From an optimization exercise on the open Yosys and OpenROAD flow, aimed at small area; shortcuts taken in it are not production practice. In this exercise RTL edits were held to simulation tests only and were not proved equivalent to the original.

## flow/design.v (module list and top-level ports; edited modules follow where they fit)
// module mlacc_decode: 72 lines
// module fixedp_mul: 1472 lines
// module mlacc_execute: 69 lines
// module mlacc_rca: 17 lines
// module mlacc_csadd: 21 lines
// module fixedp_add: 16 lines
// module mlacc_result: 129 lines
// module mlacc_datapath: 99 lines
module mlacc_datapath #(
    parameter int result_credits = 4
) (
    input  wire logic                  in_clk,
    input  wire logic                  arst_n,
    input  wire logic                  valid,
    input  wire logic [2:0]            op,
    input  wire logic [3:0]            mask,
    input  wire logic [127:0]          x,
    input  wire logic [127:0]          y,
    input  wire logic [3:0]            row,
    input  wire logic [1:0]            word,
    input  wire logic                  first,
    input  wire logic                  credit_return,
    output logic                       ready,
    output logic                       result_valid,
    output logic [127:0]               z
);
  // ...
==> flow/run.sh <==
#!/bin/bash
# synth_recipe.tcl (not shown) runs the flow's synth.tcl, then flattens the netlist and writes it again
# the make line also repeats each setting of config.mk as NAME=value (left out here)
make -C /OpenROAD-flow-scripts/flow DESIGN_CONFIG=/design/flow/config.mk WORK_HOME=/design/flow/orfs CLKGATE_MAP_FILE= SYNTH_SCRIPT=/design/flow/synth_recipe.tcl finish
==> flow/config.mk <==
export PLATFORM = sky130hd
export DESIGN_NAME = mlacc_datapath
export DESIGN_NICKNAME = mlacc_datapath
export VERILOG_FILES = /design/flow/design.v
export SDC_FILE = /design/flow/constraint.sdc
export NUM_CORES = 8
export LEC_CHECK = 0
export ABC_AREA = 1
export CAP_MARGIN = 20
export CORE_MARGIN = 2
export CORE_UTILIZATION = 40
export SLEW_MARGIN = 20
==> flow/constraint.sdc <==
create_clock -name core_clock -period 16.0 [get_ports {in_clk}]
set_input_delay 3.2000 -clock core_clock [delete_from_list [all_inputs] [get_ports {in_clk}]]
set_output_delay 3.2000 -clock core_clock [all_outputs]
set_load 0.01 [all_outputs]
==> flow_summary.json, run 1 <==
{
  "status": "timing/DRC/antenna clean",
  "globalRouteMet2Util_pct": 44.74,
  "fin_crit_sh_pct": 97.96,
  "dpl.hpwl_um": 461800,
  "core_um2": 448500,
  "wl_met3_um": 81200,
  "met1_length_um": 259500,
  "buf_share_pct": 4.131,
  "num_io_pins": 404,
  "clock_buffers": 377,
  "maxCapViolCount": 0,
  "mostFrequentLayoutCells": "nand2_1, inv_1, edfxtp_1",
  "fmax_mhz": 63.80,
  "hold_ws_ps": 325.6,
  "grt.busiest_layer": "met2",
  "r2r_cells": 44,
  "period_needed_ps": 15670,
  "drtIter0Drc": 17970,
  "synth_edf_count": 2048,
  "cts-root-buf": "clkbuf_16",
  "dp.cells": 22610,
  "synth_area_leaders": "edfxtp_1, fa_1, xor2_1",
  "rsz0062_at_grt": "false",
  "antenna_found_initial": 59,
  "routed.top_layer": "met5",
  "synth.avg_cell_area_um2": 10.65,
  "cp.required_ps": 16510,
  "n_fill_cell": 41530
}
==> run 2: changes to the inputs <==
--- a/flow/config.mk
+++ b/flow/config.mk
@@ -9,4 +9,4 @@
 export CAP_MARGIN = 20
 export CORE_MARGIN = 2
-export CORE_UTILIZATION = 40
+export CORE_UTILIZATION = 60
 export SLEW_MARGIN = 20
==> flow_summary.json, run 2 <==
{
  "cts_tree": "yes",
  "setup_tns_ps": 0,
  "synth_largest_area_cell": "edfxtp_1",
  "path_clk_slew_ps": 70,
  "antenna_left": 0,
  "ys_types": 70,
  "synth_top_area_share_pct": 34.17,
  "synth.most_common_cell": "nand2_1",
  "post-cts-setup-buffers": 0,
  "drc": 0,
  "worstSetupStartpointType": "register",
  "cp_slowest_stage_delay_ps": 530,
  "status": "timing/DRC/antenna clean",
  "grtUsageMet3_pct": 13.27,
  "dpl.hpwl_um": 464600,
  "postCtsHoldBufs": 0,
  "drtIter0Drc": 19030,
  "n_fill_cell": 23560,
  "largest_reg_flops": 2048,
  "seqCellArea_um2": 72920,
  "layout.nets": 19340,
  "clk_latency_ps": 940,
  "ctsResizeCount": 0,
  "reg2reg_slack_ps": 430,
  "rows": 201,
  "initial_core_util_pct": 60.19,
  "final_hold_viol_count": 0,
  "critPathKind": "register to register",
  "ys_seq_area_share_pct": 40.47,
  "dr.pass1.iters": 9,
  "vias": 137000,
  "synth.avg_cell_area_um2": 10.65,
  "synth_area_leaders": "edfxtp_1, fa_1, xor2_1",
  "synthTopCellsByCount": "nand2_1, inv_1, edfxtp_1, xor2_1, fa_1",
  "grt_use_total_pct": 44.47,
  "pre_cts_slack_ps": 711.8,
  "rsz0062_at_grt": "false",
  "core_um2": 299000,
  "synth_top_flop_cell": "edfxtp_1",
  "cp.required_ps": 16550,
  "multiInputGateArea_um2": 94720,
  "synth_edf_count": 2048,
  "antenna_found_initial": 52,
  "min_path_type": "register to register",
  "relSlewSlack_pct": 17.66,
  "setup_slack_ps": 426.9,
  "cp_data_arrival_time_ps": 16120,
  "syn2layout_area_growth_pct": 10.58,
  "htreeDepth": 5,
  "grt_pass1_wl_um": 966100,
  "syn_inst": 16900,
  "fmax_mhz": 64.21,
  "max_flop_register": "u_result.g_row.q",
  "via_per_inst": 6.455,
  "syn_nets": 19250,
  "drive_gt1_share_pct": 8.285,
  "fin_crit_sh_pct": 97.33,
  "dpl_cell_area_um2": 189400,
  "port-buffer-count": 403,
  "slowest_stage": "fa_1",
  "hold_ws_ps": 335.2,
  "cts-root-buf": "clkbuf_16",
  "cts_sinks": 2613,
  "die_h_um": 551.7,
  "synth_area_um2": 180000,
  "grt_pass1_vias": 134000,
  "design_area_um2": 199000,
  "gp_congestion": 1.022,
  "ys_ff_latch": 2613,
  "routed_wl_um": 680600,
  "crit_top_cell": "fa_1",
  "tightest_slew_ps": 1235,
  "period_needed_ps": 15570,
  "num_io_pins": 404,
  "synthArstFlopShare_pct": 0.2296,
  "gr-total-overflow": 0,
  "cts_buffers": 281,
  "crit_path_end_kind": "register",
  "globalRouteMet2Util_pct": 67.64,
  "setup_violations": 0,
  "final_common_cell": "nand2_1",
  "clock_skew_ps": 82.24,
  "die_w_um": 551.7,
  "grt_max_degree": 98,
  "maxSlewViolCount": 0,
  "grt_use_met1_pct": 55.86,
  "ys_warn_count": 4,
  "grt.busiest_layer": "met2",
  "mostFrequentLayoutCells": "nand2_1, inv_1, edfxtp_1",
  "crit_fanout": 61,
  "die_area_um2": 304400,
  "maxCapViolCount": 0,
  "wl_per_cell_um": 32.05,
  "clock_path_buffers": 4
}
==> run 2: worst paths after layout <==
check / from / endpoint / cells after the start
max reg2reg: u_execute.exe_lane[0]$_DFF_P_ / u_result.g_row[13].q[4]$_DFFE_PP_ / 44
max in group asynchronous: arst_n / u_decode.credits[2]$_DFFE_PN1P_ / 1
min reg2reg: u_decode.dec_first$_DFF_P_ / u_execute.exe_first$_DFF_P_ / 0
max: u_execute.exe_lane[0]$_DFF_P_ / u_result.g_row[13].q[4]$_DFFE_PP_ / 44
min: u_decode.dec_first$_DFF_P_ / u_execute.exe_first$_DFF_P_ / 0
min in group asynchronous: arst_n / u_result.result_valid$_DFF_PN0_ / 1
==> run 2: routing by layer <==
metal | up-vias | wire length, µm
li1 | 56950 | -
met1 | 67740 | 239800
met2 | 9961 | 299000
met3 | 2346 | 88340
met4 | 52 | 52720
met5 | - | 760
==> run 2: final cells by class <==
type	count	area share [%]
Timing Repair Buffer	987	4.344
Multi-Input combinational cell	10920	47.59
Inverter	2189	4.131
Antenna cell	50	0.06287
Tap cell	3958	2.488
Clock inverter	154	0.9147
Sequential cell	2613	36.64
Clock buffer	363	3.828
==> run 2: worst max-delay path: cells and delay by family, from the launching register on <==
kind	cells	cell delay, ps
fa+ha+maj	31	12330
flops	1	300
compound gates	2	390
simple gates	9	1880
buf+inv	2	200
==> run 2: cells by family after synthesis <==
| family | synth area share [%] |
|---|---|
| buffers and inverters | 7.335 |
| adder cells (fa/ha/maj) | 21.89 |
| multiplexers | 0.07508 |
| AO/OA/AOI/OAI | 10.66 |
| XOR/XNOR | 10.94 |
| flip-flops | 40.47 |
| AND/OR/NAND/NOR | 8.623 |
==> run 2: stage by stage <==
step	util, %	cells
after floorplan	-	16900
after global placement	63.33	20660
after detailed placement	63.34	20660
after CTS	66.50	21180
after global routing	66.52	21190
final	66.56	21230
==> module mlacc_result, before the edit <==
module mlacc_result (
    input  wire logic         in_clk,
    input  wire logic         arst_n,
    input  wire logic         exe_valid,
    input  wire logic         exe_mv,
    input  wire logic         exe_sgt,
    input  wire logic [127:0] exe_lane,
    input  wire logic [15:0]  exe_row_sel,
    input  wire logic [1:0]   exe_word,
    input  wire logic         exe_first,
    output logic              result_valid,
    output logic [127:0]      z
);
    logic [127:0] rows [16];
    logic [127:0] row_rd;
    logic [31:0]  psum;
    logic [3:0]   lane_nz;
    logic [127:0] lane;
    logic [127:0] lane_z;
    logic [31:0]  a0;
    logic [31:0]  a1;
    logic [31:0]  a2;
    logic [31:0]  a3;
    logic         ps;
    logic [30:0]  xp;
    logic [30:0]  t0_lo;
    logic [30:0]  t1_lo;
    logic [30:0]  t2_lo;
    logic [30:0]  d_lo;
    logic         k0;
    logic         kc1;
    logic         k3;
    logic         kd;
    logic [30:0]  s1;
    logic [30:0]  m1;
    logic [30:0]  c1;
    logic [30:0]  s2;
    logic [30:0]  m2;
    logic [30:0]  c2;
    logic [30:0]  s3;
    logic [30:0]  m3;
    logic [30:0]  c3;
    logic         k1;
    logic         k2;
    logic         t0_s;
    logic         t1_s;
    logic         t2_s;
    logic         d_neg;
    logic [30:0]  d_or;
    logic [31:0]  dot;
    logic [127:0] new_row;
    logic [127:0] z_next;
    logic         spad_we;
    assign spad_we = exe_valid && exe_mv;
    for (genvar r = 0; r < 16; r++) begin : g_row
        logic [127:0] q;
        always_ff @(posedge in_clk) begin
            if (spad_we && exe_row_sel[r]) begin
                q <= new_row;
            end
        end
        assign rows[r] = q;
    end
    always_comb begin
        row_rd = '0;
        for (int r = 0; r < 16; r++) begin
            row_rd = row_rd | ({128{exe_row_sel[r]}} & rows[r]);
        end
    end
    assign psum = exe_first ? '0 : row_rd[(3 - exe_word)*32 +: 32];
    for (genvar l = 0; l < 4; l++) begin : g_lane
        assign lane_nz[l] = |exe_lane[l*32 +: 31];
        assign lane[l*32 +: 32] = {exe_lane[l*32+31] & lane_nz[l], exe_lane[l*32 +: 31]};
        assign lane_z[l*32 +: 32] = exe_sgt ? {16'd0, !exe_lane[l*32+31] & lane_nz[l], 15'd0}
                                            : lane[l*32 +: 32];
    end
    assign a0 = lane[96 +: 32];
    assign a1 = lane[64 +: 32];
    assign a2 = lane[32 +: 32];
    assign a3 = lane[0 +: 32];
    assign ps = psum[31];
    assign xp = psum[30:0] ^ {31{ps}};
    mlacc_csadd #(.W(31), .L(16)) u_t0 (.a(a0[30:0]), .b(xp), .ci(ps), .s(t0_lo), .co(k0));
    assign s1 = a0[30:0] ^ a2[30:0] ^ xp;
    assign m1 = (a0[30:0] & a2[30:0]) | (a0[30:0] & xp) | (a2[30:0] & xp);
    assign c1 = {m1[29:0], ps};
    mlacc_csadd #(.W(31), .L(16)) u_t1 (.a(s1), .b(c1), .ci(1'b0), .s(t1_lo), .co(kc1));
    assign s2 = s1 ^ c1 ^ a1[30:0];
    assign m2 = (s1 & c1) | (s1 & a1[30:0]) | (c1 & a1[30:0]);
    assign c2 = {m2[29:0], 1'b0};
    assign s3 = s2 ^ c2 ^ a3[30:0];
    assign m3 = (s2 & c2) | (s2 & a3[30:0]) | (c2 & a3[30:0]);
    assign c3 = {m3[29:0], 1'b0};
    mlacc_csadd #(.W(31), .L(16)) u_d (.a(s3), .b(c3), .ci(1'b0), .s(d_lo), .co(kd));
    mlacc_rca #(.W(31)) u_t2 (.a(a1[30:0]), .b(a3[30:0]), .ci(1'b0), .s(t2_lo), .co(k3));
    assign k1 = m1[30] ^ kc1 ^ k0;
    assign k2 = m2[30] ^ m3[30] ^ kd ^ kc1 ^ k3;
    assign t0_s  = ((a0[31] & ps) | ((a0[31] | ps) & ~k0)) & (|t0_lo);
    assign t1_s  = ((t0_s & a2[31]) | ((t0_s | a2[31]) & ~k1)) & (|t1_lo);
    assign t2_s  = ((a1[31] & a3[31]) | ((a1[31] | a3[31]) & ~k3)) & (|t2_lo);
    assign d_neg = (t1_s & t2_s) | ((t1_s | t2_s) & ~k2);
    assign d_or[0] = 1'b0;
    for (genvar i = 1; i < 31; i++) begin : g_neg
        assign d_or[i] = d_or[i-1] | d_lo[i-1];
    end
    assign dot = {d_neg & (|d_lo), d_lo ^ (d_or & {31{d_neg}})};
    always_comb begin
        for (int w = 0; w < 4; w++) begin
            if (exe_word == 2'(w)) begin
                new_row[(3-w)*32 +: 32] = dot;
            end else if (exe_first) begin
                new_row[(3-w)*32 +: 32] = '0;
            end else begin
                new_row[(3-w)*32 +: 32] = row_rd[(3-w)*32 +: 32];
            end
        end
    end
    assign z_next = exe_mv ? new_row : lane_z;
    always_ff @(posedge in_clk or negedge arst_n) begin
        if (!arst_n) begin
            result_valid <= 1'b0;
        end else begin
            result_valid <= exe_valid;
        end
    end
    always_ff @(posedge in_clk) begin
        z <= z_next;
    end
endmodule
==> run 3: changes to the inputs <==
--- a/flow/design.v
+++ b/flow/design.v
@@ -1794,5 +1794,5 @@
     assign c3 = {m3[29:0], 1'b0};
     mlacc_csadd #(.W(31), .L(16)) u_d (.a(s3), .b(c3), .ci(1'b0), .s(d_lo), .co(kd));
-    mlacc_rca #(.W(31)) u_t2 (.a(a1[30:0]), .b(a3[30:0]), .ci(1'b0), .s(t2_lo), .co(k3));
+    mlacc_csadd #(.W(31), .L(16)) u_t2 (.a(a1[30:0]), .b(a3[30:0]), .ci(1'b0), .s(t2_lo), .co(k3));
     assign k1 = m1[30] ^ kc1 ^ k0;
     assign k2 = m2[30] ^ m3[30] ^ kd ^ kc1 ^ k3;
@@ -1801,8 +1801,16 @@
     assign t2_s  = ((a1[31] & a3[31]) | ((a1[31] | a3[31]) & ~k3)) & (|t2_lo);
     assign d_neg = (t1_s & t2_s) | ((t1_s | t2_s) & ~k2);
-    assign d_or[0] = 1'b0;
-    for (genvar i = 1; i < 31; i++) begin : g_neg
-        assign d_or[i] = d_or[i-1] | d_lo[i-1];
+    logic [30:0] pre [6];
+    assign pre[0] = {d_lo[29:0], 1'b0};
+    for (genvar k = 0; k < 5; k++) begin : g_lvl
+        for (genvar i = 0; i < 31; i++) begin : g_bit
+            if ((i >> k) & 1) begin : g_or
+                assign pre[k+1][i] = pre[k][i] | pre[k][((i >> k) << k) - 1];
+            end else begin : g_keep
+                assign pre[k+1][i] = pre[k][i];
+            end
+        end
     end
+    assign d_or = pre[5];
     assign dot = {d_neg & (|d_lo), d_lo ^ (d_or & {31{d_neg}})};
     always_comb begin
--- a/flow/config.mk
+++ b/flow/config.mk
@@ -7,6 +7,9 @@
 export LEC_CHECK = 0
 export ABC_AREA = 1
-export CAP_MARGIN = 20
+export CAP_MARGIN = 10
 export CORE_MARGIN = 2
-export CORE_UTILIZATION = 60
-export SLEW_MARGIN = 20
+export CORE_UTILIZATION = 40
+export CTS_BUF_LIST = sky130_fd_sc_hd__clkbuf_8
+export CTS_CLUSTER_DIAMETER = 80
+export CTS_CLUSTER_SIZE = 15
+export SLEW_MARGIN = 10
==> flow_summary.json, run 3 <==
{
  "drive_gt1_share_pct": 7.748,
  "htreeDepth": 4,
  "dpl_cell_area_um2": 192500,
  "syn_nets": 19450,
  "synth_area_um2": 181500,
  "port-buffer-count": 403,
  "seqCellArea_um2": 72920,
  "antenna_left": 0,
  "multiInputGateArea_um2": 95650,
  "cts_sinks": 2613,
  "ys_warn_count": 5,
  "drtIter0Drc": 18910,
  "via_per_inst": 5.860,
  "synth_largest_area_cell": "edfxtp_1",
  "status": "timing/DRC/antenna clean",
  "cp_num_buf_inv": 4,
  "cts_buffers": 212,
  "vias": 136300,
  "gp_congestion": 0.9771,
  "grt_max_degree": 113,
  "grt_pass1_vias": 133600,
  "synth_top_area_share_pct": 33.88,
  "clock_skew_ps": 126.6,
  "synth.most_common_cell": "nand2_1",
  "slowest_stage": "o21ai_2",
  "path_depth": 64,
  "final_hold_viol_count": 0,
  "cp.required_ps": 17010,
  "critPathKind": "register to register",
  "drc": 0,
  "gr-total-overflow": 0,
  "synthTopCellsByCount": "nand2_1, inv_1, edfxtp_1, xor2_1, fa_1",
  "layout.nets": 19410,
  "crit_path_end_kind": "register",
  "cts_tree": "yes",
  "fmax_mhz": 66.73,
  "syn_inst": 17100,
  "synth_edf_count": 2048,
  "ys_ff_latch": 2613,
  "die_area_um2": 459200,
  "reg2reg_slack_ps": 1010,
  "grt_use_total_pct": 29.57,
  "synth_area_leaders": "edfxtp_1, fa_1, xor2_1",
  "r2r_cells": 64,
  "cp_slowest_stage_delay_ps": 740,
  "die_h_um": 677.6,
  "n_fill_cell": 42660,
  "setup_violations": 0,
  "ys_types": 74,
  "path_clk_slew_ps": 100,
  "synthArstFlopShare_pct": 0.2296,
  "min_path_type": "register to register",
  "postCtsHoldBufs": 0,
  "ys_seq_area_share_pct": 40.13,
  "syn2layout_area_growth_pct": 8.297,
  "die_w_um": 677.6,
  "final_common_cell": "nand2_1",
  "crit_top_cell": "nor2_1",
  "dpl.hpwl_um": 471000,
  "largest_reg_flops": 2048,
  "clock_path_buffers": 4,
  "fin_crit_sh_pct": 93.66,
  "post-route-util_pct": 43.48,
  "grt_pass1_wl_um": 987200,
  "mostFrequentLayoutCells": "nand2_1, inv_1, edfxtp_1",
  "rsz0062_at_grt": "false",
  "period_needed_ps": 14990,
  "crit_fanout": 18,
  "core_um2": 452100,
  "tightest_slew_ps": 1290,
  "initial_core_util_pct": 40.15,
  "relSlewSlack_pct": 13.19,
  "routed_wl_um": 695400,
  "antenna_found_initial": 39,
  "synth.avg_cell_area_um2": 10.61,
  "dr.pass1.iters": 6,
  "clk_latency_ps": 1170,
  "maxCapViolCount": 0,
  "crit_family": "adder cells",
  "synth_top_flop_cell": "edfxtp_1",
  "setup_tns_ps": 0,
  "design_area_um2": 196600,
  "hold_depth": 0,
  "maxSlewViolCount": 0,
  "cp_data_arrival_time_ps": 15990,
  "wl_per_cell_um": 29.90,
  "max_flop_register": "u_result.g_row.q",
  "rows": 247,
  "worstSetupStartpointType": "register",
  "cts-root-buf": "clkbuf_8",
  "num_io_pins": 404
}
==> run 3: final cells by class <==
type	count	share of cell area [%]
tap	5976	3.804
multi-input combinational	11070	48.66
clock buffer	218	1.526
timing repair buffer	928	4.108
inverter	2243	4.286
clock inverter	164	0.4659
antenna	47	0.05983
sequential	2613	37.09
==> run 3: metrics by stage <==
stage	worst slack [ps]	hold slack, ps	std cells
2_1_floorplan	1744	309.6	17100
3_3_place_gp	1226	315.4	22830
3_5_place_dp	1333	313.1	22830
4_1_cts	1227	332.5	23210
5_1_grt	84.91	339.0	23250
6_report	1014	330.5	23250
==> run 3: routing by layer <==
| metal | routed length, µm | GRT usage [%] |
|---|---|---|
| met2 | 300100 | 44.13 |
| met4 | 52680 | 18.38 |
| met1 | 264900 | 39.29 |
| met5 | 112 | 0 |
| met3 | 77610 | 6.349 |
==> run 3: cells by family after synthesis <==
group	count (synthesis)	share of synthesized area, %
buffers and inverters	3422	7.639
flip-flops	2613	40.13
adder cells (fa/ha/maj)	2078	21.65
AO/OA/AOI/OAI	2873	10.49
multiplexers	10	0.05790
AND/OR/NAND/NOR	3855	9.177
XOR/XNOR	2249	10.86
==> run 3: path summary, 6_finish.rpt <==
check                                            from                               to
setup / recovery           u_decode.dec_y[67]$_DFF_P_   u_execute.exe_lane[94]$_DFF_P_
hold / removal             u_decode.dec_first$_DFF_P_      u_execute.exe_first$_DFF_P_
setup reg to reg           u_decode.dec_y[67]$_DFF_P_   u_execute.exe_lane[94]$_DFF_P_
hold reg to reg            u_decode.dec_first$_DFF_P_      u_execute.exe_first$_DFF_P_
max in group asynchronous                      arst_n  u_decode.credits[2]$_DFFE_PN1P_
min in group asynchronous                      arst_n     u_decode.dec_valid$_DFF_PN0_
==> run 3: repair_timing <==
item | in CTS | in global routing
buffers inserted | 0 | 0
setup endpoints to repair | 0 | 1
gates resized for setup | 0 | 1
==> run 4: changes to the inputs <==
==> flow/flow/run.sh (new file) <==
#!/bin/bash
# Layout flow: the standard synthesis; then flow/polarity.py, which
# removes inverters between full adders by letting some full adders work on
# inverted signals (the logic is unchanged, registers are untouched); then
# the standard layout of that netlist, with single-strength port buffers.
# Each tool's full output goes to a log file of its own in this folder.
set -euo pipefail
R=orfs/results/${FLOW_PLATFORM}/mlacc_datapath/base
bash standard.sh synth > flow_synth.log 2>&1
python3 flow/polarity.py "$R/1_2_yosys.v" "$R/1_2_yosys_pol.v" > flow_polarity.log 2>&1
mv "$R/1_2_yosys_pol.v" "$R/1_2_yosys.v"
rm -f "$R/1_synth.odb" "$R/1_synth.sdc"
bash standard.sh "BUFFER_PORTS_ARGS=-buffer_cell sky130_fd_sc_hd__buf_1" finish > flow_layout.log 2>&1
==> flow/flow/polarity.py (new file) <==
#!/usr/bin/env python3
"""Remove inverters between full adders of a Yosys netlist.

A full adder is self-dual: with all three inputs inverted, both outputs are
inverted. Each full adder may therefore work on inverted signals, and an
inverter is then needed only where a signal is wanted in the polarity its
driver does not give. This picks, by local search, which full adders work
inverted so that the fewest inverters remain, and rewrites the netlist.
The logic function of every register input and output port is unchanged.

usage: polarity.py IN.v OUT.v
"""
import re
import sys

LIB = "sky130_fd_sc_hd__"
INV_RE = re.compile(r"^" + LIB + r"(inv|clkinv)_\d+$")
FA_RE = re.compile(r"^" + LIB + r"fa_\d+$")
OUT_PINS = {"X", "Y", "Q", "Q_N", "SUM", "COUT", "HI", "LO"}
FA_IN = ("A", "B", "CIN")
FA_OUT = ("COUT", "SUM")

def main(src, dst):
    text = open(src).read()
    m = re.search(r"^\s*" + LIB, text, re.M)
    head, body = text[:m.start()], text[m.start():]
    endm = body.rindex("endmodule")
    body, tail = body[:endm], body[endm:]
    cells = []
    for cm in re.finditer(r"(" + LIB + r"\w+)\s+(\S+)\s*\((.*?)\);", body, re.S):
        typ, name, pins = cm.group(1), cm.group(2), cm.group(3)
        pl = [(p, n.strip()) for p, n in re.findall(r"\.(\w+)\(([^()]*)\)", pins)]
        cells.append([typ, name, pl])
    # ports: names declared as input/output in the header
    ports = set()
    for pm in re.finditer(r"^\s*(input|output)\s+(\[[^\]]*\]\s*)?(\S+);", head, re.M):
        ports.add(pm.group(3))
    def is_port(net):
        base = net.split("[")[0].strip()
        return base in ports or net in ports

    driver = {}
    for ci, (typ, name, pl) in enumerate(cells):
        for p, n in pl:
            if p in OUT_PINS and n:
                driver[n] = (ci, p)
    inv_cells = [ci for ci, c in enumerate(cells) if INV_RE.match(c[0])]
    fa_cells = [ci for ci, c in enumerate(cells) if FA_RE.match(c[0])]

    # base signal and polarity of every net
    memo = {}
    def base(net):
        if net in memo:
            return memo[net]
        d = driver.get(net)
        if d and INV_RE.match(cells[d[0]][0]) and not is_port(net):
            a = dict(cells[d[0]][2]).get("A", "")
            if a and a not in ("1'b0", "1'b1"):
                b, p = base(a)
                memo[net] = (b, p ^ 1)
                return memo[net]
        memo[net] = (net, 0)
        return memo[net]

    # consumers of each base signal: (cell index, pin, required polarity)
    cons = {}
    frozen = set()
    for ci, (typ, name, pl) in enumerate(cells):
        if INV_RE.match(typ):
            continue
        for p, n in pl:
            if p in OUT_PINS or not n or n.startswith("1'b"):
                continue
            b, pol = base(n)
            cons.setdefault(b, []).append((ci, p, pol))
    # nets that are ports, and inverter outputs that are ports, stay as they are
    for ci in inv_cells:
        pl = dict(cells[ci][2])
        y = pl.get("Y", "")
        if is_port(y) or is_port(pl.get("A", "")):
            frozen.add(base(pl.get("A", ""))[0])
    for n in list(driver):
        if is_port(n):
            frozen.add(base(n)[0])

    mode = {ci: 0 for ci in fa_cells}
    fa_out_base = {}      # base signal -> driving FA
    for ci in fa_cells:
        for p, n in cells[ci][2]:
            if p in FA_OUT and n:
                fa_out_base[n] = ci
    def drv_pol(b):
        ci = fa_out_base.get(b)
        return mode[ci] if ci is not None else 0
    def need_pol(c):
        ci, p, pol = c
        if ci in mode and p in FA_IN:
            return pol ^ mode[ci]
        return pol
    def cost(b):
        if b in frozen:
            return 0
        d = drv_pol(b)
        return 1 if any(need_pol(c) != d for c in cons.get(b, [])) else 0
    # signals touched by each FA
    touch = {}
    for ci in fa_cells:
        s = set()
        for p, n in cells[ci][2]:
            if not n or n.startswith("1'b"):
                continue
            if p in FA_OUT:
                s.add(n)
            elif p in FA_IN:
                s.add(base(n)[0])
        touch[ci] = [b for b in s if b not in frozen]
    def fa_frozen(ci):
        for p, n in cells[ci][2]:
            if n and not n.startswith("1'b") and base(n)[0] in frozen:
                return True
        return False
    movable = [ci for ci in fa_cells if not fa_frozen(ci)]
    import random, math
    rng = random.Random(1)
    def flip_delta(ci):
        t = touch[ci]
        c0 = sum(cost(b) for b in t)
        mode[ci] ^= 1
        c1 = sum(cost(b) for b in t)
        mode[ci] ^= 1
        return c1 - c0
    # greedy first, then simulated annealing, keeping the best assignment
    cur = sum(cost(b) for b in cons)
    best, best_mode = cur, dict(mode)
    temp = 1.0
    steps = 60 * len(movable)
    for it in range(steps):
        ci = movable[rng.randrange(len(movable))]
        dlt = flip_delta(ci)
        if dlt <= 0 or rng.random() < math.exp(-dlt / temp):
            mode[ci] ^= 1
            cur += dlt
            if cur < best:
                best, best_mode = cur, dict(mode)
        temp = max(0.02, 1.0 * (1 - it / steps))
    mode.update(best_mode)
    improved = True
    while improved:
        improved = False
        for ci in movable:
            if flip_delta(ci) < 0:
                mode[ci] ^= 1
                improved = True
    after = sum(cost(b) for b in cons)

    # rewrite
    newwires = []
    cnt = [0]
    def fresh():
        cnt[0] += 1
        w = f"_pol{cnt[0]}_"
        newwires.append(w)
        return w
    keep_inv = set()
    for ci in inv_cells:
        pl = dict(cells[ci][2])
        if base(pl.get("A", ""))[0] in frozen or is_port(pl.get("Y", "")):
            keep_inv.add(ci)
    # physical net of each (base, polarity)
    phys = {}
    new_cells = []
    for b, cl in cons.items():
        if b in frozen:
            continue
        d = drv_pol(b)
        needs = {need_pol(c) for c in cl}
        if d == 0:
            phys[(b, 0)] = b
        else:
            phys[(b, 1)] = b + "" if False else None
    # driver output nets for flipped FAs
    out_net = {}
    for b in set(list(cons.keys()) + list(fa_out_base.keys())):
        if b in frozen:
            continue
        d = drv_pol(b)
        if d == 0:
            phys[(b, 0)] = b
        else:
            w = fresh()
            phys[(b, 1)] = w
            out_net[b] = w
    def get_phys(b, pol):
        key = (b, pol)
        if key in phys and phys[key]:
            return phys[key]
        src_net = phys.get((b, pol ^ 1))
        if not src_net:
            src_net = b
        w = fresh()
        phys[key] = w
        new_cells.append([LIB + "inv_1", f"_polinv{cnt[0]}_", [("A", src_net), ("Y", w)]])
        return w
    out = []
    for ci, (typ, name, pl) in enumerate(cells):
        if INV_RE.match(typ) and ci not in keep_inv:
            continue
        npl = []
        for p, n in pl:
            if not n or n.startswith("1'b"):
                npl.append((p, n)); continue
            if p in OUT_PINS:
                if ci in mode and p in FA_OUT and n in out_net:
                    npl.append((p, out_net[n]))
                else:
                    npl.append((p, n))
                continue
            b, pol = base(n)
            if b in frozen or (INV_RE.match(typ) and ci in keep_inv):
                npl.append((p, n)); continue
            want = pol ^ (mode[ci] if (ci in mode and p in FA_IN) else 0)
            npl.append((p, get_phys(b, want)))
        out.append([typ, name, npl])
    out += new_cells
    lines = [head.rstrip("\n")]
    for w in newwires:
        lines.append(f"  wire {w};")
    for typ, name, pl in out:
        lines.append(f"  {typ} {name} (")
        lines.append(",\n".join(f"    .{p}({n + ' ' if n.startswith(chr(92)) else n})" for p, n in pl))
        lines.append("  );")
    lines.append(tail)
    open(dst, "w").write("\n".join(lines) + "\n")
    ninv_before = len(inv_cells)
    ninv_after = sum(1 for c in out if INV_RE.match(c[0]))
    sys.stderr.write(f"polarity: {len(fa_cells)} full adders, {sum(mode.values())} inverted; "
                     f"inverters {ninv_before} -> {ninv_after}\n")

if __name__ == "__main__":
    main(sys.argv[1], sys.argv[2])
==> flow/standard.sh (new file) <==
#!/bin/bash
# synth_recipe.tcl (not shown) runs the flow's synth.tcl, then flattens the netlist and writes it again
# the make line also repeats each setting of config.mk as NAME=value (left out here)
make -C /OpenROAD-flow-scripts/flow DESIGN_CONFIG=/design/flow/config.mk WORK_HOME=/design/flow/orfs CLKGATE_MAP_FILE= SYNTH_SCRIPT=/design/flow/synth_recipe.tcl "${@:-finish}"
removed: flow/run.sh
==> flow_summary.json, run 4 <==
{
  "clock_path_buffers": 4,
  "period_needed_ps": 14840,
  "relSlewSlack_pct": 15.77,
  "cts_sinks": 2613,
  "synth_area_um2": 178700,
  "drive_gt1_share_pct": 8.082,
  "ys_warn_count": 5,
  "critPathKind": "register to register",
  "core_um2": 445100,
  "rsz0062_at_grt": "false",
  "via_per_inst": 5.947,
  "port-buffer-count": 403,
  "wl_per_cell_um": 30.75,
  "maxSlewViolCount": 0,
  "fmax_mhz": 67.40,
  "largest_reg_flops": 2048,
  "reg2reg_to": "u_result.g_row[5].q[120]$_DFFE_PP_",
  "antenna_found_initial": 39,
  "slowest_stage": "dfxtp_4",
  "drc": 0,
  "status": "timing/DRC/antenna clean",
  "final_hold_viol_count": 0,
  "cp_data_arrival_time_ps": 15730,
  "die_w_um": 672.3,
  "cts_tree": "yes",
  "r2r_cells": 59,
  "crit_fanout": 41,
  "fin_crit_sh_pct": 92.73,
  "htreeDepth": 4,
  "min_path_type": "register to register",
  "cp_slowest_stage_delay_ps": 560,
  "grt_max_degree": 103,
  "n_fill_cell": 42020,
  "hold_depth": 0,
  "initial_core_util_pct": 40.14,
  "max_flop_register": "u_result.g_row.q",
  "setup_violations": 0,
  "vias": 133600,
  "ctsResizeCount": 0,
  "hold_ws_ps": 336.7,
  "cts_buffers": 212,
  "path_clk_slew_ps": 100,
  "tightest_slew_ps": 1263,
  "grt_pass1_vias": 131400,
  "worstSetupStartpointType": "register",
  "antenna_left": 0,
  "syn_inst": 16340,
  "clock_skew_ps": 180.9,
  "clk_latency_ps": 1240,
  "die_area_um2": 452000,
  "maxCapViolCount": 0,
  "drtIter0Drc": 18420,
  "rows": 245,
  "gr-total-overflow": 0,
  "syn_nets": 18690,
  "whs_endpoint": "u_execute.exe_first$_DFF_P_",
  "setup_tns_ps": 0,
  "layout.nets": 18680,
  "reg2reg_slack_ps": 1160,
  "syn2layout_area_growth_pct": 7.132,
  "die_h_um": 672.3,
  "r2r_start": "u_execute.exe_row_sel[1]$_DFF_P_",
  "grt_use_total_pct": 29.95,
  "hold_path.startpoint": "u_decode.dec_first$_DFF_P_",
  "final_common_cell": "nand2_1",
  "routed_wl_um": 690800,
  "dr.pass1.iters": 7,
  "dpl.hpwl_um": 462400,
  "crit_top_cell": "fa_1",
  "crit_path_end_kind": "register",
  "cts-root-buf": "clkbuf_8",
  "post-cts-setup-buffers": 0,
  "mostFrequentLayoutCells": "nand2_1, edfxtp_1, xor2_1",
  "synth.avg_cell_area_um2": 10.93,
  "num_io_pins": 404,
  "cp.required_ps": 16890,
  "postCtsHoldBufs": 0,
  "gp_congestion": 1.003,
  "grt_pass1_wl_um": 978600
}
-- run 4: worst max-delay path by stage --
stage | to | start | cells past startpoint
after global routing | u_result.z[102]$_DFF_P_ | u_execute.exe_row_sel[1]$_DFF_P_ | 64
after CTS | u_execute.exe_lane[94]$_DFF_P_ | u_decode.dec_sub[2]$_DFF_P_ | 34
after detailed placement | u_execute.exe_lane[94]$_DFF_P_ | u_decode.dec_sub[2]$_DFF_P_ | 34
after global placement | u_execute.exe_lane[94]$_DFF_P_ | u_decode.dec_sub[2]$_DFF_P_ | 34
after floorplan | u_execute.exe_lane[30]$_DFF_P_ | u_decode.dec_sub[0]$_DFF_P_ | 39
final | u_result.g_row[5].q[120]$_DFFE_PP_ | u_execute.exe_row_sel[1]$_DFF_P_ | 59
-- run 4: through the flow --
| step | instance area, µm² | utilization [%] | setup WS [ps] | instances |
|---|---|---|---|---|
| floorplan | 178700 | - | 1744 | 16340 |
| global placement | 187300 | 42.09 | 1238 | 22050 |
| detailed placement | 187400 | 42.10 | 1238 | 22050 |
| CTS | 191300 | 42.98 | 1166 | 22430 |
| global route | 191400 | 42.99 | 156.2 | 22440 |
| finish | 191400 | 43.00 | 1163 | 22460 |
-- run 4: cell type report --
class | count | area (µm²) | area share, %
Tap cell | 5928 | 7417 | 3.875
Multi-Input combinational cell | 11070 | 95640 | 49.97
Sequential cell | 2613 | 72920 | 38.10
Inverter | 1484 | 5570 | 2.910
Timing Repair Buffer | 958 | 5869 | 3.066
Antenna cell | 31 | 77.57 | 0.04053
Clock buffer | 217 | 2987 | 1.560
Clock inverter | 168 | 930.9 | 0.4863
-- run 4: per-layer routing --
layer  track usage [%]  up-vias  part of all wire [%]
li1                  -    55620                     -
met1             38.37    67190                    37
met2             44.98     8893                    43
met3             7.747     1866                    12
met4             19.49       28                   7.9
met5                 0        -                 0.029
-- run 4: critical path, delay by kind of cell, from the launching register on --
family	cells	cell delay (ps)
fa+ha+maj	17	6640
buf+inv	3	530
xor+xnor	1	170
flops	1	560
simple gates	20	2940
compound gates	18	3580
==> module mlacc_decode, before the edit <==
module mlacc_decode #(
    parameter int result_credits = 4
) (
    input  wire logic                  in_clk,
    input  wire logic                  arst_n,
    input  wire logic                  valid,
    input  wire logic [2:0]            op,
    input  wire logic [3:0]            mask,
    input  wire logic [127:0]          x,
    input  wire logic [127:0]          y,
    input  wire logic [3:0]            row,
    input  wire logic [1:0]            word,
    input  wire logic                  first,
    input  wire logic                  credit_return,
    output logic                       ready,
    output logic                       dec_valid,
    output logic [2:0]                 dec_op,
    output logic [3:0]                 dec_mask,
    output logic [127:0]               dec_x,
    output logic [127:0]               dec_y,
    output logic [3:0]                 dec_row,
    output logic [1:0]                 dec_word,
    output logic                       dec_first,
    output logic [3:0]                 dec_flip,
    output logic [3:0]                 dec_sub,
    output logic [3:0]                 dec_inc
);
    logic [3:0] x_gt_y;
    for (genvar l = 0; l < 4; l++) begin : g_cmp
        logic [31:0] c;
        assign c[0] = 1'b0;
        for (genvar i = 0; i < 31; i++) begin : g_bit
            assign c[i+1] = (x[l*32+i] & ~y[l*32+i]) | (x[l*32+i] & c[i]) | (~y[l*32+i] & c[i]);
        end
        assign x_gt_y[l] = c[31];
    end
    localparam int credit_bits = $clog2(result_credits + 1);
    logic [credit_bits-1:0] credits;
    logic                   accept;
    assign ready  = (credits != '0);
    assign accept = valid && ready;
    always_ff @(posedge in_clk or negedge arst_n) begin
        if (!arst_n) begin
            credits <= credit_bits'(result_credits);
        end else if (accept && !credit_return) begin
            credits <= credits - 1'b1;
        end else if (!accept && credit_return) begin
            credits <= credits + 1'b1;
        end
    end
    always_ff @(posedge in_clk or negedge arst_n) begin
        if (!arst_n) begin
            dec_valid <= 1'b0;
        end else begin
            dec_valid <= accept;
        end
    end
    always_ff @(posedge in_clk) begin
        dec_op    <= op;
        dec_mask  <= mask;
        dec_x     <= x;
        dec_y     <= y;
        dec_row   <= row;
        dec_word  <= word;
        dec_first <= first;
        for (int l = 0; l < 4; l++) begin
            dec_flip[l] <= (op == 3'd5) && (x[l*32+31] ^ y[l*32+31]);
            dec_sub[l]  <= x[l*32+31] ^ y[l*32+31] ^ ((op == 3'd2) || (op == 3'd4));
            dec_inc[l]  <= (x[l*32+31] ^ y[l*32+31] ^ ((op == 3'd2) || (op == 3'd4))) && x_gt_y[l];
        end
    end
endmodule
==> run 5: changes to the inputs <==
--- a/flow/design.v
+++ b/flow/design.v
@@ -62,4 +62,6 @@
     logic [credit_bits-1:0] credits;
     logic                   accept;
+    logic [127:0]           dec_xn;
+    assign dec_x = ~dec_xn;
     assign ready  = (credits != '0);
     assign accept = valid && ready;
@@ -83,5 +85,5 @@
         dec_op    <= op;
         dec_mask  <= mask;
-        dec_x     <= x;
+        dec_xn    <= ~x;
         dec_y     <= y;
         dec_row   <= row;
@@ -1758,5 +1760,5 @@
         always_ff @(posedge in_clk) begin
             if (spad_we && exe_row_sel[r]) begin
-                q <= new_row;
+                q <= z_next;
             end
         end
==> flow/flow/run.sh (replaced) <==
#!/bin/bash
# Layout flow: the standard synthesis; then flow/polarity.py, which
# removes inverters from the synthesized netlist (full adders, XOR gates and
# half adders are switched to variants that work on the inverted signals,
# and an inverter that drives a single NAND/NOR/AND/OR input is folded into
# that gate; registers and ports are untouched and the logic is unchanged);
# then the standard layout of that netlist, with single-strength port
# buffers and a clock tree of clkbuf_8 clusters of at most 14 sinks without
# dummy loads. Each tool's full output goes to a log file of its own here.
set -euo pipefail
R=orfs/results/${FLOW_PLATFORM}/mlacc_datapath/base
bash standard.sh synth > flow_synth.log 2>&1
python3 flow/polarity.py "$R/1_2_yosys.v" "$R/1_2_yosys_pol.v" > flow_polarity.log 2>&1
mv "$R/1_2_yosys_pol.v" "$R/1_2_yosys.v"
rm -f "$R/1_synth.odb" "$R/1_synth.sdc"
CTS="-sink_clustering_enable -repair_clock_nets -sink_clustering_size 14"
CTS="$CTS -sink_clustering_max_diameter 80 -buf_list sky130_fd_sc_hd__clkbuf_8 -dont_use_dummy_load"
bash standard.sh "BUFFER_PORTS_ARGS=-buffer_cell sky130_fd_sc_hd__buf_1" "CTS_ARGS=$CTS" finish > flow_layout.log 2>&1
==> flow/flow/polarity.py (replaced) <==
#!/usr/bin/env python3
"""Remove inverters from a Yosys gate netlist by choosing signal polarities,
and fold an inverter that drives a single gate input into that gate.

Some cells can work on inverted signals without any extra area:
  * a full adder is self-dual: with all three inputs inverted, both outputs
    are inverted;
  * an XOR2 or XNOR2 takes either polarity of each input, and gives either
    polarity of its output by choosing between XOR2 and XNOR2;
  * a half adder (sum a^b, carry a&b) may be split, at the same area, into an
    XOR2 or XNOR2 for the sum and a NAND2 (inverted carry) or a NOR2 of the
    inverted inputs for the carry.
An inverter is then needed only where a signal is wanted in the polarity that
its driver does not give. A local search picks each such cell's variant so
that the fewest inverters remain. Registers, ports and every other cell are
left as they are, and the function of every net the rest of the netlist reads
is unchanged.

usage: polarity2.py IN.v OUT.v
"""
import math
import random
import re
import sys

LIB = "sky130_fd_sc_hd__"
INV_RE = re.compile(r"^" + LIB + r"(inv|clkinv)_\d+$")
FA_RE = re.compile(r"^" + LIB + r"fa_(\d+)$")
XOR_RE = re.compile(r"^" + LIB + r"(xor2|xnor2)_(\d+)$")
HA_RE = re.compile(r"^" + LIB + r"ha_1$")
OUT_PINS = {"X", "Y", "Q", "Q_N", "SUM", "COUT", "HI", "LO"}

# variants: name -> (input polarity per input pin or None for any,
#                    output polarity per output pin or None for free)
FA_VARIANTS = [
    ({"A": 0, "B": 0, "CIN": 0}, {"SUM": 0, "COUT": 0}),
    ({"A": 1, "B": 1, "CIN": 1}, {"SUM": 1, "COUT": 1}),
]
XOR_VARIANTS = [
    ({"A": None, "B": None}, {"X": 0, "Y": 0}),
    ({"A": None, "B": None}, {"X": 1, "Y": 1}),
]
# half adder: HA; XOR/XNOR + NAND2; XOR/XNOR + NOR2 of inverted inputs
HA_VARIANTS = [
    ({"A": 0, "B": 0}, {"SUM": 0, "COUT": 0}),   # ha_1
    ({"A": 0, "B": 0}, {"SUM": 0, "COUT": 1}),   # xor2 + nand2
    ({"A": 0, "B": 0}, {"SUM": 1, "COUT": 1}),   # xnor2 + nand2
    ({"A": 1, "B": 1}, {"SUM": 0, "COUT": 0}),   # xor2 + nor2
    ({"A": 1, "B": 1}, {"SUM": 1, "COUT": 0}),   # xnor2 + nor2
]


def parse(text):
    m = re.search(r"^\s*" + LIB, text, re.M)
    head, body = text[:m.start()], text[m.start():]
    endm = body.rindex("endmodule")
    body, tail = body[:endm], body[endm:]
    cells = []
    for cm in re.finditer(r"(" + LIB + r"\w+)\s+(\S+)\s*\((.*?)\);", body, re.S):
        pl = [(p, n.strip()) for p, n in re.findall(r"\.(\w+)\(([^()]*)\)", cm.group(3))]
        cells.append([cm.group(1), cm.group(2), pl])
    return head, cells, tail


# gates that can take one inverted input at lower area than gate + inverter:
# type -> (pin order, variant with the first pin inverted and its pins)
ABSORB = {
    "nand2_1": (["A", "B"], "nand2b_1", ["A_N", "B"]),
    "nor2_1": (["A", "B"], "nor2b_1", ["B_N", "A"]),
    "nand3_1": (["A", "B", "C"], "nand3b_1", ["A_N", "B", "C"]),
    "nand4_1": (["A", "B", "C", "D"], "nand4b_1", ["A_N", "B", "C", "D"]),
    "and2_1": (["A", "B"], "and2b_1", ["A_N", "B"]),
    "or2_1": (["A", "B"], "or2b_1", ["B_N", "A"]),
}
# two inverted inputs: nand2(~a, ~b) = or2(a, b), nor2(~a, ~b) = and2(a, b)
ABSORB2 = {"nand2_1": ("or2_1", "X"), "nor2_1": ("and2_1", "X")}


def absorb(out, is_port):
    """Fold inverters that drive a single gate input into the gate."""
    drv = {}
    nload = {}
    for i, (typ, name, pl) in enumerate(out):
        for p, n in pl:
            if p in OUT_PINS:
                if n:
                    drv[n] = i
            elif n:
                nload[n] = nload.get(n, 0) + 1
    dead = set()
    for i, (typ, name, pl) in enumerate(out):
        short = typ[len(LIB):]
        if short not in ABSORB:
            continue
        order, btyp, bpins = ABSORB[short]
        pins = dict(pl)
        inv_in = []
        for p in order:
            n = pins.get(p, "")
            j = drv.get(n)
            if (j is not None and j not in dead and INV_RE.match(out[j][0]) and nload.get(n, 0) == 1
                    and not is_port(n)):
                a = dict(out[j][2]).get("A", "")
                if a and not a.startswith("1'b"):
                    inv_in.append((p, j, a))
        if not inv_in:
            continue
        opin = "Y" if "Y" in pins else "X"
        if len(inv_in) >= 2 and short in ABSORB2:
            (p1, j1, a1), (p2, j2, a2) = inv_in[:2]
            ntyp, npin = ABSORB2[short]
            out[i] = [LIB + ntyp, name, [("A", a1), ("B", a2), (npin, pins[opin])]]
            dead.update((j1, j2))
            continue
        p, j, a = inv_in[0]
        rest = [q for q in order if q != p]
        npl = [(bpins[0], a)] + [(bp, pins[q]) for bp, q in zip(bpins[1:], rest)] + [(opin, pins[opin])]
        out[i] = [LIB + btyp, name, npl]
        dead.add(j)
    return [c for k, c in enumerate(out) if k not in dead]


def main(src, dst):
    head, cells, tail = parse(open(src).read())
    ports = set()
    for pm in re.finditer(r"^\s*(input|output)\s+(\[[^\]]*\]\s*)?(\S+);", head, re.M):
        ports.add(pm.group(3))

    def is_port(net):
        return net.split("[")[0].strip() in ports or net in ports

    def const(net):
        return net.startswith("1'b") or not net

    driver = {}
    for ci, (typ, name, pl) in enumerate(cells):
        for p, n in pl:
            if p in OUT_PINS and n:
                driver[n] = (ci, p)

    memo = {}

    def base(net):
        if net in memo:
            return memo[net]
        d = driver.get(net)
        res = (net, 0)
        if d and INV_RE.match(cells[d[0]][0]) and not is_port(net):
            a = dict(cells[d[0]][2]).get("A", "")
            if a and not const(a):
                b, p = base(a)
                res = (b, p ^ 1)
        memo[net] = res
        return res

    # flexible cells and their variants
    variants = {}
    for ci, (typ, name, pl) in enumerate(cells):
        if FA_RE.match(typ):
            variants[ci] = FA_VARIANTS
        elif XOR_RE.match(typ):
            variants[ci] = XOR_VARIANTS
        elif HA_RE.match(typ):
            variants[ci] = HA_VARIANTS
    state = {ci: 0 for ci in variants}

    # signals driven by flexible cells: base net -> (cell, pin)
    flex_out = {}
    for ci in variants:
        for p, n in cells[ci][2]:
            if p in OUT_PINS and n:
                flex_out[n] = (ci, p)

    cons = {}
    for ci, (typ, name, pl) in enumerate(cells):
        if INV_RE.match(typ):
            continue
        for p, n in pl:
            if p in OUT_PINS or const(n):
                continue
            b, pol = base(n)
            cons.setdefault(b, []).append((ci, p, pol))

    frozen = set()
    for ci, (typ, name, pl) in enumerate(cells):
        if INV_RE.match(typ):
            d = dict(pl)
            if is_port(d.get("Y", "")) or is_port(d.get("A", "")):
                frozen.add(base(d.get("A", ""))[0])
    for n in list(driver):
        if is_port(n):
            frozen.add(base(n)[0])
    # a flexible cell touching a frozen signal stays as it is
    fixed_cells = set()
    for ci in variants:
        for p, n in cells[ci][2]:
            if not const(n) and base(n)[0] in frozen:
                fixed_cells.add(ci)
        # constant inputs: keep as is
        for p, n in cells[ci][2]:
            if p not in OUT_PINS and const(n):
                fixed_cells.add(ci)

    def drv_pol(b):
        f = flex_out.get(b)
        if f is None:
            return 0
        ci, p = f
        return variants[ci][state[ci]][1][p]

    def need(c):
        ci, p, pol = c
        if ci in variants:
            r = variants[ci][state[ci]][0].get(p)
            if r is None:
                return None
            return pol ^ r
        return pol

    def cost(b):
        if b in frozen:
            return 0
        d = drv_pol(b)
        for c in cons.get(b, ()):
            nd = need(c)
            if nd is not None and nd != d:
                return 1
        return 0

    touch = {}
    for ci in variants:
        s = set()
        for p, n in cells[ci][2]:
            if const(n):
                continue
            if p in OUT_PINS:
                s.add(n)
            else:
                s.add(base(n)[0])
        touch[ci] = [b for b in s if b not in frozen]
    movable = [ci for ci in variants if ci not in fixed_cells]

    def local_cost(ci):
        return sum(cost(b) for b in touch[ci])

    rng = random.Random(1)
    total = sum(cost(b) for b in cons)
    best, best_state = total, dict(state)
    steps = 80 * len(movable)
    for it in range(steps):
        ci = movable[rng.randrange(len(movable))]
        nv = len(variants[ci])
        old = state[ci]
        new = rng.randrange(nv - 1)
        if new >= old:
            new += 1
        c0 = local_cost(ci)
        state[ci] = new
        dlt = local_cost(ci) - c0
        temp = max(0.02, 1.0 - it / steps)
        if dlt <= 0 or rng.random() < math.exp(-dlt / temp):
            total += dlt
            if total < best:
                best, best_state = total, dict(state)
        else:
            state[ci] = old
    state.update(best_state)
    improved = True
    while improved:
        improved = False
        for ci in movable:
            c0 = local_cost(ci)
            old = state[ci]
            for v in range(len(variants[ci])):
                if v == old:
                    continue
                state[ci] = v
                if local_cost(ci) < c0:
                    improved = True
                    break
                state[ci] = old

    # rewrite
    newwires = []
    cnt = [0]

    def fresh(tag):
        cnt[0] += 1
        w = f"_{tag}{cnt[0]}_"
        newwires.append(w)
        return w

    phys = {}
    new_cells = []
    out_net = {}
    for b in set(cons) | set(flex_out):
        if b in frozen:
            continue
        d = drv_pol(b)
        if d == 0:
            phys[(b, 0)] = b
        else:
            w = fresh("pn")
            phys[(b, 1)] = w
            out_net[b] = w

    def native(b):
        return 0 if (b, 0) in phys else 1

    def get_phys(b, pol):
        key = (b, pol)
        if key in phys:
            return phys[key]
        srcn = phys.get((b, pol ^ 1), b)
        w = fresh("pi")
        phys[key] = w
        new_cells.append([LIB + "inv_1", f"_polinv{cnt[0]}_", [("A", srcn), ("Y", w)]])
        return w

    keep_inv = set()
    for ci, (typ, name, pl) in enumerate(cells):
        if INV_RE.match(typ):
            d = dict(pl)
            if base(d.get("A", ""))[0] in frozen or is_port(d.get("Y", "")):
                keep_inv.add(ci)

    out = []
    for ci, (typ, name, pl) in enumerate(cells):
        if INV_RE.match(typ) and ci not in keep_inv:
            continue
        if ci in keep_inv or ci in fixed_cells or ci not in variants:
            # plain cell: inputs in the polarity it reads
            npl = []
            for p, n in pl:
                if const(n) or p in OUT_PINS:
                    npl.append((p, n))
                    continue
                b, pol = base(n)
                if b in frozen or ci in keep_inv:
                    npl.append((p, n))
                else:
                    npl.append((p, get_phys(b, pol)))
            out.append([typ, name, npl])
            continue
        vin, vout = variants[ci][state[ci]]
        pins = dict(pl)
        # physical input nets and their polarity relative to the logical input
        pin_net = {}
        pin_rel = {}
        for p, n in pl:
            if p in OUT_PINS:
                continue
            b, pol = base(n)
            r = vin.get(p)
            if r is None:
                nb = native(b)
                pin_net[p] = get_phys(b, nb)
                pin_rel[p] = nb ^ pol
            else:
                pin_net[p] = get_phys(b, pol ^ r)
                pin_rel[p] = r
        def onet(p):
            n = pins.get(p, "")
            if not n:
                return ""
            return out_net.get(n, n)
        m = FA_RE.match(typ)
        if m:
            out.append([typ, name, [("A", pin_net["A"]), ("B", pin_net["B"]), ("CIN", pin_net["CIN"]),
                                    ("COUT", onet("COUT")), ("SUM", onet("SUM"))]])
            continue
        m = XOR_RE.match(typ)
        if m:
            opin = "X" if m.group(1) == "xor2" else "Y"
            orig_t = 0 if m.group(1) == "xor2" else 1
            t = orig_t ^ vout[opin] ^ pin_rel["A"] ^ pin_rel["B"]
            if t == 0:
                out.append([LIB + "xor2_" + m.group(2), name, [("A", pin_net["A"]), ("B", pin_net["B"]), ("X", onet(opin))]])
            else:
                out.append([LIB + "xnor2_" + m.group(2), name, [("A", pin_net["A"]), ("B", pin_net["B"]), ("Y", onet(opin))]])
            continue
        # half adder
        v = state[ci]
        if v == 0:
            out.append([typ, name, [("A", pin_net["A"]), ("B", pin_net["B"]),
                                    ("COUT", onet("COUT")), ("SUM", onet("SUM"))]])
            continue
        s_net, c_net = onet("SUM"), onet("COUT")
        if s_net:
            t = vout["SUM"] ^ pin_rel["A"] ^ pin_rel["B"]
            if t == 0:
                out.append([LIB + "xor2_1", name + "_s", [("A", pin_net["A"]), ("B", pin_net["B"]), ("X", s_net)]])
            else:
                out.append([LIB + "xnor2_1", name + "_s", [("A", pin_net["A"]), ("B", pin_net["B"]), ("Y", s_net)]])
        if c_net:
            cell = "nand2_1" if vin["A"] == 0 else "nor2_1"
            out.append([LIB + cell, name + "_c", [("A", pin_net["A"]), ("B", pin_net["B"]), ("Y", c_net)]])
    out += new_cells
    out = absorb(out, is_port)
    lines = [head.rstrip("\n")]
    for w in newwires:
        lines.append(f"  wire {w};")
    for typ, name, pl in out:
        nm = name if not name.startswith("\\") else name
        lines.append(f"  {typ} {nm}{' ' if nm.startswith(chr(92)) else ''}(")
        lines.append(",\n".join(f"    .{p}({n + ' ' if n.startswith(chr(92)) else n})" for p, n in pl))
        lines.append("  );")
    lines.append(tail)
    open(dst, "w").write("\n".join(lines) + "\n")
    n0 = sum(1 for c in cells if INV_RE.match(c[0]))
    n1 = sum(1 for c in out if INV_RE.match(c[0]))
    sys.stderr.write(f"polarity: {len(variants)} flexible cells, {len(movable)} movable; "
                     f"inverters {n0} -> {n1}\n")


if __name__ == "__main__":
    main(sys.argv[1], sys.argv[2])
--- a/flow/config.mk
+++ b/flow/config.mk
@@ -12,4 +12,4 @@
 export CTS_BUF_LIST = sky130_fd_sc_hd__clkbuf_8
 export CTS_CLUSTER_DIAMETER = 80
-export CTS_CLUSTER_SIZE = 15
+export CTS_CLUSTER_SIZE = 14
 export SLEW_MARGIN = 10
==> flow_summary.json, run 5 <==
{
  "postCtsHoldBufs": 0,
  "ys_warn_count": 5,
  "crit_family": "adder cells",
  "die_area_um2": 443900,
  "post-cts-setup-buffers": 0,
  "core_um2": 437200,
  "grt_use_total_pct": 28.96,
  "port-buffer-count": 403,
  "ctsResizeCount": 0,
  "initial_core_util_pct": 40.12,
  "drc": 0,
  "synth_area_um2": 175400,
  "grt_pass1_wl_um": 935600,
  "n_fill_cell": 41010,
  "fmax_mhz": 67.04,
  "maxSlewViolCount": 0,
  "die_w_um": 666.2,
  "worstSetupStartpointType": "register",
  "antenna_left": 0,
  "htreeDepth": 4,
  "die_h_um": 666.2,
  "largest_reg_flops": 2048,
  "cts_sinks": 2613,
  "syn_inst": 15680,
  "period_needed_ps": 14920,
  "min_path_type": "register to register",
  "rsz0062_at_grt": "false",
  "wl_per_cell_um": 30.66,
  "crit_top_cell": "nand2_1",
  "via_per_inst": 6.120,
  "grt_max_degree": 110,
  "dpl.hpwl_um": 435100,
  "reg2reg_slack_ps": 1080,
  "hold_ws_ps": 329.5,
  "hold_path.startpoint": "u_decode.dec_first$_DFF_P_",
  "final_hold_viol_count": 0,
  "clock_path_buffers": 4,
  "cts_tree": "yes",
  "gr-total-overflow": 0,
  "drtIter0Drc": 18260,
  "vias": 131000,
  "r2r_cells": 67,
  "dr.pass1.iters": 7,
  "synth.avg_cell_area_um2": 11.19,
  "crit_path_end_kind": "register",
  "cts-root-buf": "clkbuf_8",
  "max_flop_register": "u_result.g_row.q",
  "layout.nets": 17770,
  "syn2layout_area_growth_pct": 6.749,
  "crit_fanout": 35,
  "grt_pass1_vias": 127700,
  "cts_buffers": 223,
  "hold_depth": 0,
  "final_common_cell": "nand2_1",
  "setup_tns_ps": 0,
  "drive_gt1_share_pct": 7.858,
  "routed_wl_um": 656300,
  "clk_latency_ps": 1140,
  "whs_endpoint": "u_execute.exe_first$_DFF_P_",
  "antenna_found_initial": 39,
  "mostFrequentLayoutCells": "nand2_1, edfxtp_1, fa_1",
  "syn_nets": 17820,
  "num_io_pins": 404,
  "status": "timing/DRC/antenna clean",
  "clock_skew_ps": 158.4,
  "fin_crit_sh_pct": 93.23,
  "cp_num_buf_inv": 3,
  "r2r_start": "u_execute.exe_row_sel[0]$_DFF_P_",
  "cp_slowest_stage_delay_ps": 540,
  "setup_violations": 0,
  "path_clk_slew_ps": 90,
  "maxCapViolCount": 0,
  "rows": 243,
  "tightest_slew_ps": 1406,
  "relSlewSlack_pct": 6.042,
  "cp.required_ps": 16810,
  "critPathKind": "register to register",
  "cp_data_arrival_time_ps": 15720,
  "gp_congestion": 0.9810,
  "reg2reg_to": "u_result.g_row[15].q[94]$_DFFE_PP_",
  "slowest_stage": "dfxtp_4"
}
## run 5: how the worst max path moves through the flow
stage,slack (ps),startpoint,depth (start not counted),endpoint
2_1_floorplan,1660,u_decode.dec_sub[0]$_DFF_P_,39,u_execute.exe_lane[30]$_DFF_P_
3_3_place_gp,1470,u_decode.dec_flip[0]$_DFF_P_,67,u_execute.exe_lane[30]$_DFF_P_
3_5_place_dp,1330,u_execute.exe_row_sel[0]$_DFF_P_,67,u_result.g_row[11].q[30]$_DFFE_PP_
4_1_cts,1310,u_execute.exe_row_sel[0]$_DFF_P_,67,u_result.g_row[0].q[94]$_DFFE_PP_
5_1_grt,100,u_execute.exe_row_sel[0]$_DFF_P_,66,u_result.g_row[1].q[109]$_DFFE_PP_
6_report,1080,u_execute.exe_row_sel[0]$_DFF_P_,67,u_result.g_row[15].q[94]$_DFFE_PP_
## run 5: area by class of cell
class	count	area (µm²)	area share [%]
inverters	572	2147	1.147
well taps	5757	7203	3.847
diodes	20	50.05	0.02673
clock buffers	223	3069	1.639
flip-flops and latches	2613	72970	38.97
repair buffers	947	5759	3.076
multi-input cells	11270	96060	51.30
## run 5: metal layers
metal / track usage, % / share of wire, %
met1: 38.62 / 38
met2: 43.27 / 43
met3: 7.611 / 13
met4: 15.22 / 6.3
met5: 0 / 0.028
## run 5: metrics by stage
step	utilization (%)	cells	setup slack, ps	cell area [µm²]
3_3_place_gp	42.11	21160	1471	184100
3_5_place_dp	42.11	21160	1331	184100
5_1_grt	42.82	21390	96.05	187200
4_1_cts	42.81	21380	1312	187200
6_report	42.83	21410	1083	187300
2_1_floorplan	-	15680	1657	175400

==> separate check: timing with driven ports <==
Ports are ideal in the flow. The routed layouts listed here were re-timed in OpenROAD.
Step 1 assumes that a clkbuf_16 drives the clock port and a buf_2 every other input.
Step 2 times the ports against the registers' clock, not the clock port: input delays grow and output delays shrink by t, the midpoint of the rising clock arrivals with the driver on.
Three values: ideal ports, drivers, drivers and shift; two values: the first two.
| run | t (ns) | setup slack, ns | clock arrival spread, ns | worst register clock-pin slew, ns |
|---|---|---|---|---|
| run 1 | 1.052 | 0.326 / 0.326 / 0.326 | 0.052 / 0.052 | 0.07 / 0.07 |
| run 2 | 1.006 | 0.427 / 0.427 / 0.427 | 0.082 / 0.082 | 0.08 / 0.08 |
| run 3 | 1.232 | 1.014 / 1.014 / 1.014 | 0.127 / 0.127 | 0.11 / 0.11 |
| run 4 | 1.244 | 1.163 / 1.163 / 1.163 | 0.181 / 0.181 | 0.12 / 0.12 |
| run 5 | 1.190 | 1.083 / 1.083 / 1.083 | 0.159 / 0.158 | 0.10 / 0.10 |
After both steps setup and hold are still met in every run listed.
